This design comes from an exercise in tuning for small area, a short achievable clock period and few clock cycles per item on the open sky130 flow, not from production work. Where RTL was checked, it was by simulation tests only, not by an equivalence proof against the original. Power and IR drop assume default switching activity.

// task_priority_queue
module task_priority_queue
#(
	parameter int QUEUE_DEPTH = 16
) (
	input  wire logic        clk,
	input  wire logic        arst_n,
	input  wire logic        req_valid,
	output      logic        req_ready,
	input  wire logic        req_operation,
	input  wire logic [7:0]  req_priority_req,
	input  wire logic [15:0] req_arrive_tick,
	input  wire logic [15:0] req_run_cycles,
	input  wire logic [7:0]  req_owner_tag,
	output      logic        rsp_valid,
	input  wire logic        rsp_ready,
	output      logic [1:0]  rsp_status,
	output      logic        rsp_task_valid,
	output      logic [7:0]  rsp_out_priority,
	output      logic [15:0] rsp_out_arrive_tick,
	output      logic [15:0] rsp_out_run_cycles,
	output      logic [7:0]  rsp_out_owner_tag,
	output      logic [4:0]  rsp_occupancy
);
make LEC_CHECK=0 CAP_MARGIN=20 CORE_MARGIN=2 CORE_UTILIZATION=40 CTS_CLUSTER_DIAMETER=90 CTS_CLUSTER_SIZE=22 SETUP_SLACK_MARGIN=1.5 SLEW_MARGIN=20 SYNTH_HIERARCHICAL=1 SYNTH_MINIMUM_KEEP_SIZE=0 finish   # period 3.7 ns
run.sh (not shown) runs the stock make flow with config.mk's settings and CLKGATE_MAP_FILE= SYNTH_SCRIPT=/design/flow/synth_recipe.tcl, a recipe that flattens the netlist after the stock synthesis.
Testbench counts at the start, summed over its fixed seeds: cycles 12,016, items 12,000.
Rerun with:
--- a/flow/design.v
+++ b/flow/design.v
@@ -21,45 +21,39 @@
 	} ctrl_t;
 endpackage
 `default_nettype wire
 `default_nettype none
 module tpq_cell (
 	input  wire logic            clk,
 	input  wire logic            we,
 	input  wire tpq_pkg::entry_t new_entry,
 	input  wire logic [23:0]     new_key_x,  
-	input  wire logic            valid,
-	input  wire logic            enq,
 	output tpq_pkg::entry_t      slot_q,
 	output logic                 ahead
 );
 	tpq_cmp u_cmp (
-		.sp    (slot_q.prio),
-		.sa    (slot_q.arrival),
-		.xp    (new_key_x[23:16]),
-		.xa    (new_key_x[15:0]),
-		.en    (valid),
-		.force1(!enq),
-		.gt    (ahead)
+		.sp (slot_q.prio),
+		.sa (slot_q.arrival),
+		.xp (new_key_x[23:16]),
+		.xa (new_key_x[15:0]),
+		.gt (ahead)
 	);
 	always_ff @(posedge clk) begin
 		if (we) begin
 			slot_q <= new_entry;
 		end
 	end
 endmodule
 module tpq_cmp (
 	input  wire logic [7:0]  sp,
 	input  wire logic [15:0] sa,
 	input  wire logic [7:0]  xp,
 	input  wire logic [15:0] xa,
-	input  wire logic        en,
-	input  wire logic        force1,
 	output logic             gt
 );
 	logic [23:0] g0, p0;
 	logic [11:0] g1, p1;
 	logic [5:0]  g2, p2;
 	logic [2:0]  g3, p3;
 	assign g0 = {sp & xp, ~(sa | xa)};
 	assign p0 = {sp | xp, ~(sa & xa)};
 	always_comb begin
@@ -70,32 +64,32 @@
 		for (int k = 0; k < 6; k++) begin
 			g2[k] = g1[2*k+1] | (p1[2*k+1] & g1[2*k]);
 			p2[k] = p1[2*k+1] & p1[2*k];
 		end
 		for (int k = 0; k < 3; k++) begin
 			g3[k] = g2[2*k+1] | (p2[2*k+1] & g2[2*k]);
 			p3[k] = p2[2*k+1] & p2[2*k];
 		end
 	end
-	assign gt = force1 | (en & (g3[2] | (p3[2] & (g3[1] | (p3[1] & g3[0])))));
+	assign gt = g3[2] | (p3[2] & (g3[1] | (p3[1] & g3[0])));
 endmodule
 module tpq_head (
 	input  wire logic [15:0]          valid,
 	input  wire logic [15:0][15:0]    bef,         
 	input  wire logic [15:0]          pend,        
 	input  wire logic [15:0]          pend_ahead,  
 	output logic      [15:0]          head
 );
 	localparam int N = 16;
 	logic [N-1:0] skip;       
 	logic         pend_best;  
 	assign skip      = ~valid | pend;
-	assign pend_best = !(|pend_ahead);
+	assign pend_best = !(|(pend_ahead & valid & ~pend));
 	always_comb begin
 		for (int i = 0; i < N; i++) begin
 			head[i] = valid[i];
 			for (int j = 0; j < N; j++) begin
 				if (j < i) head[i] = head[i] && (skip[j] || !bef[j][i]);
 				if (j > i) head[i] = head[i] && (skip[j] || bef[i][j]);
 			end
 			if (pend[i]) begin
 				head[i] = valid[i] && pend_best;
@@ -136,20 +130,19 @@
 	logic [N-1:0]    valid_q;
 	logic [N-1:0]    alloc_q;      
 	logic [N*48-1:0] slot_v;       
 	logic [N-1:0]    ahead;        
 	logic [N-1:0][N-1:0] bef_q;    
 	logic [N-1:0]    head;         
 	logic [N-1:0]    we;
 	logic [N-1:0]    valid_next;
 	logic [N-1:0]    alloc_next;
-	logic [N-1:0]    pend_n_q;       
-	logic [N-1:0]    pend_q;
+	logic [N-1:0]    pend_q;         
 	logic [N-1:0]    pend_ahead_q;   
 	logic            res_v_q;
 	tpq_pkg::status_t res_status_q;
 	logic            res_tvalid_q;
 	logic [CW-1:0]   res_occ_q;
 	logic [N-1:0]    res_sel_q;    
 	logic            ovalid_q;
 	tpq_pkg::status_t status_q;
 	logic            tvalid_q;
@@ -173,20 +166,18 @@
 	assign new_entry.dev     = req_owner_tag;
 	assign new_key_x = ~{req_priority_req, req_arrive_tick};
 	assign we = enq ? alloc_q : '0;
 	for (genvar i = 0; i < N; i++) begin : g_cell
 		tpq_cell u_cell (
 			.clk       (clk),
 			.we        (we[i]),
 			.new_entry (new_entry),
 			.new_key_x (new_key_x),
-			.valid     (valid_q[i]),
-			.enq       (enq),
 			.slot_q    (slot_v[i*48 +: 48]),
 			.ahead     (ahead[i])
 		);
 	end
 	tpq_head u_head (
 		.valid      (valid_q),
 		.bef        (bef_q),
 		.pend       (pend_q),
 		.pend_ahead (pend_ahead_q),
@@ -224,33 +215,33 @@
 		for (int i = 0; i < N; i++) begin
 			for (int j = i + 1; j < N; j++) begin
 				if (pend_q[i] || pend_q[j]) begin
 					bef_q[i][j] <= pend_q[i] ? !pend_ahead_q[j] : pend_ahead_q[i];
 				end
 			end
 		end
 	end
 	always_ff @(posedge clk) begin
-		pend_ahead_q <= ahead;
-		pend_n_q     <= enq ? ~alloc_q : '1;
-	end
-	assign pend_q = ~pend_n_q;
+		pend_ahead_q <= enq ? ahead : '1;
+	end
 	always_ff @(posedge clk or negedge arst_n) begin
 		if (!arst_n) begin
 			count_q  <= '0;
 			valid_q  <= '0;
 			alloc_q  <= N'(1);
+			pend_q   <= '0;
 			res_v_q  <= 1'b0;
 			ovalid_q <= 1'b0;
 		end else begin
 			count_q  <= count_next;
 			valid_q  <= valid_next;
 			alloc_q  <= alloc_next;
+			pend_q   <= enq ? alloc_q : '0;
 			if (fire) begin
 				res_v_q <= 1'b1;
 			end else if (adv) begin
 				res_v_q <= 1'b0;
 			end
 			if (adv) begin
 				ovalid_q <= res_v_q;
 			end
 		end
Result: Utilization rose by 0.74 points. Total power increases by 13%. Cell area rises by 4.1%. Setup slack is about the same. Non-clock buffer count grows by 97. Sequential share of layout area shrinks by 2.2 points. Wire length went down by 1.2%. Clock skew fell by 18 ps. First-iteration DRC count rises by 6.8%. Register-to-register slack is worse by 60 ps. Area after synthesis went up by 1.8%.
For the second run of this note, only the layout was checked, not whether the RTL still works.

## afterwards: timing with drivers on the ports
In the flow no input, the clock included, has a driving cell. The finished layouts below were timed again as built, in two steps.
Step 1 (the two cells are an assumption about what drives the block):
set clk [get_ports {clk}]
set_driving_cell -lib_cell sky130_fd_sc_hd__clkbuf_16 $clk
set_driving_cell -lib_cell sky130_fd_sc_hd__buf_2 [delete_from_list [all_inputs] $clk]
Step 2 also shifts input and output timing later by t, the mid clock arrival at the registers, as if the neighbouring blocks saw the same clock.
a / b / c = no drivers / after step 1 / after step 2; a / b = the first two.
run	t, ns	slack for setup (ns)	hold WS [ns]	clock arrival spread, ns
the first run	0.763	1.384 / 1.381 / 0.663	0.047 / 0.003 / 0.388	0.059 / 0.060
the second run	0.788	1.384 / 1.384 / 0.757	0.350 / 0.302 / 0.429	0.042 / 0.042
After both steps setup and hold are still met in every run listed. The setup slack of the first run, which loses most, moves by -0.003 ns with the drivers and by -0.721 ns with both steps.
